From an optimization exercise on the open Yosys and OpenROAD flow, aimed at small area, a short achievable clock period and few clock cycles; shortcuts taken in it are not production practice. The RTL was checked by simulation tests, not by an equivalence proof against the original design. Power is estimated from default activity; no workload was simulated.

Design icache_ctrl, start of the top module:
module icache_ctrl #(
  parameter int unsigned LINES       = 16,
  parameter int unsigned MEM_LATENCY = 1
) (
  input  logic         clk,
  input  logic         reset,
  input  logic         pc_valid,
  input  logic [31:0]  pc,
  input  logic         flush,
  output logic [31:0]  inst,
  output logic         inst_valid,
  output logic         stall,
  output logic [31:0]  mem_address,
  input  logic [127:0] mem_dataline,
  output logic [31:0]  hit_count,
  output logic [31:0]  miss_count
);
For scale: roughly 1,400 cells after synthesis, about 290 I/O pins.
clock: 6.0 ns
lec_check: 0
cap_margin: 20
core_margin: 2
core_utilization: 40
setup_slack_margin: 2.4
slew_margin: 20
synth_hierarchical: 1
standard.sh (not shown) runs the stock make flow with config.mk's settings and CLKGATE_MAP_FILE= SYNTH_SCRIPT=/design/flow/synth_recipe.tcl, a recipe that flattens the netlist after the stock synthesis.
==> flow/flow/run.sh <==
#!/bin/bash
# Own layout flow: the standard synthesis unchanged, then the standard ORFS
# layout with sizing not tied to cell footprints, minimum-size port buffers,
# and a clock tree of smaller buffers without dummy loads.
set -euo pipefail
cd "$(dirname "$0")/.."
bash standard.sh synth > synth.log 2>&1
bash standard.sh \
  MATCH_CELL_FOOTPRINT=0 \
  "BUFFER_PORTS_ARGS=-buffer_cell sky130_fd_sc_hd__buf_1" \
  "CTS_ARGS=-sink_clustering_enable -repair_clock_nets -dont_use_dummy_load -buf_list sky130_fd_sc_hd__clkbuf_16 -sink_clustering_size 22 -sink_clustering_max_diameter 80" \
  finish > layout.log 2>&1
The starting point produced a clean layout.
Testbench counts at the start, summed over its fixed seeds: cycles 36,683.
Change:
--- a/flow/flow/run.sh
+++ b/flow/flow/run.sh
@@ -10,3 +10,3 @@
   "BUFFER_PORTS_ARGS=-buffer_cell sky130_fd_sc_hd__buf_1" \
-  "CTS_ARGS=-sink_clustering_enable -repair_clock_nets -dont_use_dummy_load -buf_list sky130_fd_sc_hd__clkbuf_16 -sink_clustering_size 22 -sink_clustering_max_diameter 80" \
+  "CTS_ARGS=-sink_clustering_enable -repair_clock_nets -dont_use_dummy_load -buf_list sky130_fd_sc_hd__clkbuf_16 -sink_clustering_size 26 -sink_clustering_max_diameter 90" \
   finish > layout.log 2>&1
Effect:
- The new run produced a clean layout
- worst hold slack improved by 0.023 ns
- wire length went down by 0.52%
- worst setup slack is better by 0.041 ns
- die area does not change
- power fell by 2.6%

---

## P
icache_ctrl, a different RTL version from the one above (not shown whole).
Size: roughly 1500 cells after synthesis, roughly 500 flip-flops, roughly 21000 sq um of cells after synthesis.
==> flow/config.mk <==
export PLATFORM = sky130hd
export DESIGN_NAME = icache_ctrl
export DESIGN_NICKNAME = icache_ctrl
export VERILOG_FILES = /design/flow/design.v
export SDC_FILE = /design/flow/constraint.sdc
export NUM_CORES = 4
export LEC_CHECK = 0
export CAP_MARGIN = 20
export CORE_MARGIN = 2
export CORE_UTILIZATION = 40
export SETUP_SLACK_MARGIN = 2.3
export SLEW_MARGIN = 20
export SYNTH_HIERARCHICAL = 1
==> flow/constraint.sdc <==
create_clock -name core_clock -period 6.0 [get_ports {clk}]
set_input_delay 1.2000 -clock core_clock [delete_from_list [all_inputs] [get_ports {clk}]]
set_output_delay 1.2000 -clock core_clock [all_outputs]
set_load 0.01 [all_outputs]
==> flow/flow/run.sh <==
#!/bin/bash
# Own layout flow: the standard synthesis unchanged, then the standard ORFS
# layout with sizing not tied to cell footprints, minimum-size port buffers
# (the repair upsizes them where timing needs it), and a clock tree with
# larger sink clusters (fewer leaf buffers) and no dummy loads.
# Each tool's output goes to synth.log and layout.log here; ORFS also keeps
# its per-step logs under orfs/logs.
set -euo pipefail
cd "$(dirname "$0")/.."
bash standard.sh synth > synth.log 2>&1
bash standard.sh \
  MATCH_CELL_FOOTPRINT=0 \
  "BUFFER_PORTS_ARGS=-buffer_cell sky130_fd_sc_hd__buf_1" \
  "CTS_ARGS=-sink_clustering_enable -repair_clock_nets -dont_use_dummy_load -buf_list sky130_fd_sc_hd__clkbuf_16 -sink_clustering_size 26 -sink_clustering_max_diameter 90" \
  finish > layout.log 2>&1
P completed every stage of the flow, and the final layout passed the timing, design-rule and antenna checks.
Testbench counts of P, summed over its fixed seeds: cycles 37,210.
> inputs changed (P -> Q)
- swapping 2.3 for 2.2 in SETUP_SLACK_MARGIN
==> results.txt <==
Q: no failed stages, no open violations at the end. Looking at final area, Q sits about 0.9% below P. Diff P -> Q: overall via count from detail_route has decreased; met1 usage in global routing fell 0.15 points; area growth from synthesis to final layout lower.
--- input diff Q..R ---
- SETUP_SLACK_MARGIN: 2.2 -> 2.3
==> flow/flow/run.sh <==
#!/bin/bash
# Own layout flow: the standard synthesis unchanged, then the standard ORFS
# layout with sizing not tied to cell footprints, minimum-size port buffers,
# and a clock tree of smaller buffers without dummy loads.
set -euo pipefail
cd "$(dirname "$0")/.."
bash standard.sh synth > synth.log 2>&1
bash standard.sh \
  MATCH_CELL_FOOTPRINT=0 \
  "BUFFER_PORTS_ARGS=-buffer_cell sky130_fd_sc_hd__buf_1" \
  "CTS_ARGS=-sink_clustering_enable -repair_clock_nets -dont_use_dummy_load -buf_list sky130_fd_sc_hd__clkbuf_16 -sink_clustering_size 26 -sink_clustering_max_diameter 90" \
  finish > layout.log 2>&1
Comparing R against Q, there is no change at all in number of max-slew violations in the final report. R vs Q — hold slack dropped 0.0056 ns. Cell count ended up about 0.37% higher on R than on Q. Q ended up with inst_valid as its endpoint of the most critical setup path; R ended up with stall. Total routing resource utilization after global routing across Q and R: no real change. On area taken by flip-flops and latches, R tracks Q almost exactly. Compared with Q, in R setup slack shows an increase of 0.10 ns; sequential power shows no meaningful change; number of global-route vias before repair shows an increase of about 0.53%; proportion of cell area occupied by multi-input gates shows an increase of 0.16 points.
Setup changes, R to S
- SETUP_SLACK_MARGIN: 2.3 -> 2.4
First-pass GRT wire length of S is on par with R.
Global route total overflow across S and R: no real change.
Compared to R, S has post-route cell area 570 sq um higher.
[compare] base=R new=S: top achievable clock speed has increased, non-clock buffer count +30, multi-input combinational cell area moved up, reg2reg setup slack now sits higher, arrival time of data at the critical path endpoint lower.

-- port drivers added, routing unchanged --
Ports are ideal in the flow. The routed layouts listed here were re-timed in OpenROAD. Step 1 assumes that a clkbuf_16 drives the clock port and a buf_2 every other input. Step 2 moves the port delays by t, midway between the first and last clock arrival at a register: inputs arrive t later, outputs are due t later. That takes back most of the time a late clock gives input paths. a / b / c = ideal ports / drivers / drivers and shift; a / b = the first two.
run	t, ns	setup WS [ns]	worst hold slack (ns)	worst slew at a driven data input, ns	cell pins on the clock port's net
the first run of note 1	0.648	2.335 / 2.274 / 2.274	0.380 / 0.380 / 0.380	0.18	1
the second run of note 1	0.640	2.376 / 2.307 / 2.307	0.402 / 0.402 / 0.402	0.19	1
P	0.611	2.326 / 2.305 / 2.305	0.448 / 0.448 / 0.448	0.08	1
Q	0.611	2.226 / 2.206 / 2.206	0.454 / 0.454 / 0.454	0.08	1
R	0.611	2.326 / 2.305 / 2.305	0.448 / 0.448 / 0.448	0.08	1
S	0.611	2.386 / 2.326 / 2.326	0.446 / 0.446 / 0.446	0.08	1
After both steps setup and hold are still met in every run listed. The setup slack of the second run of note 1, which loses most, moves by -0.069 ns with the drivers and by -0.069 ns with both steps.
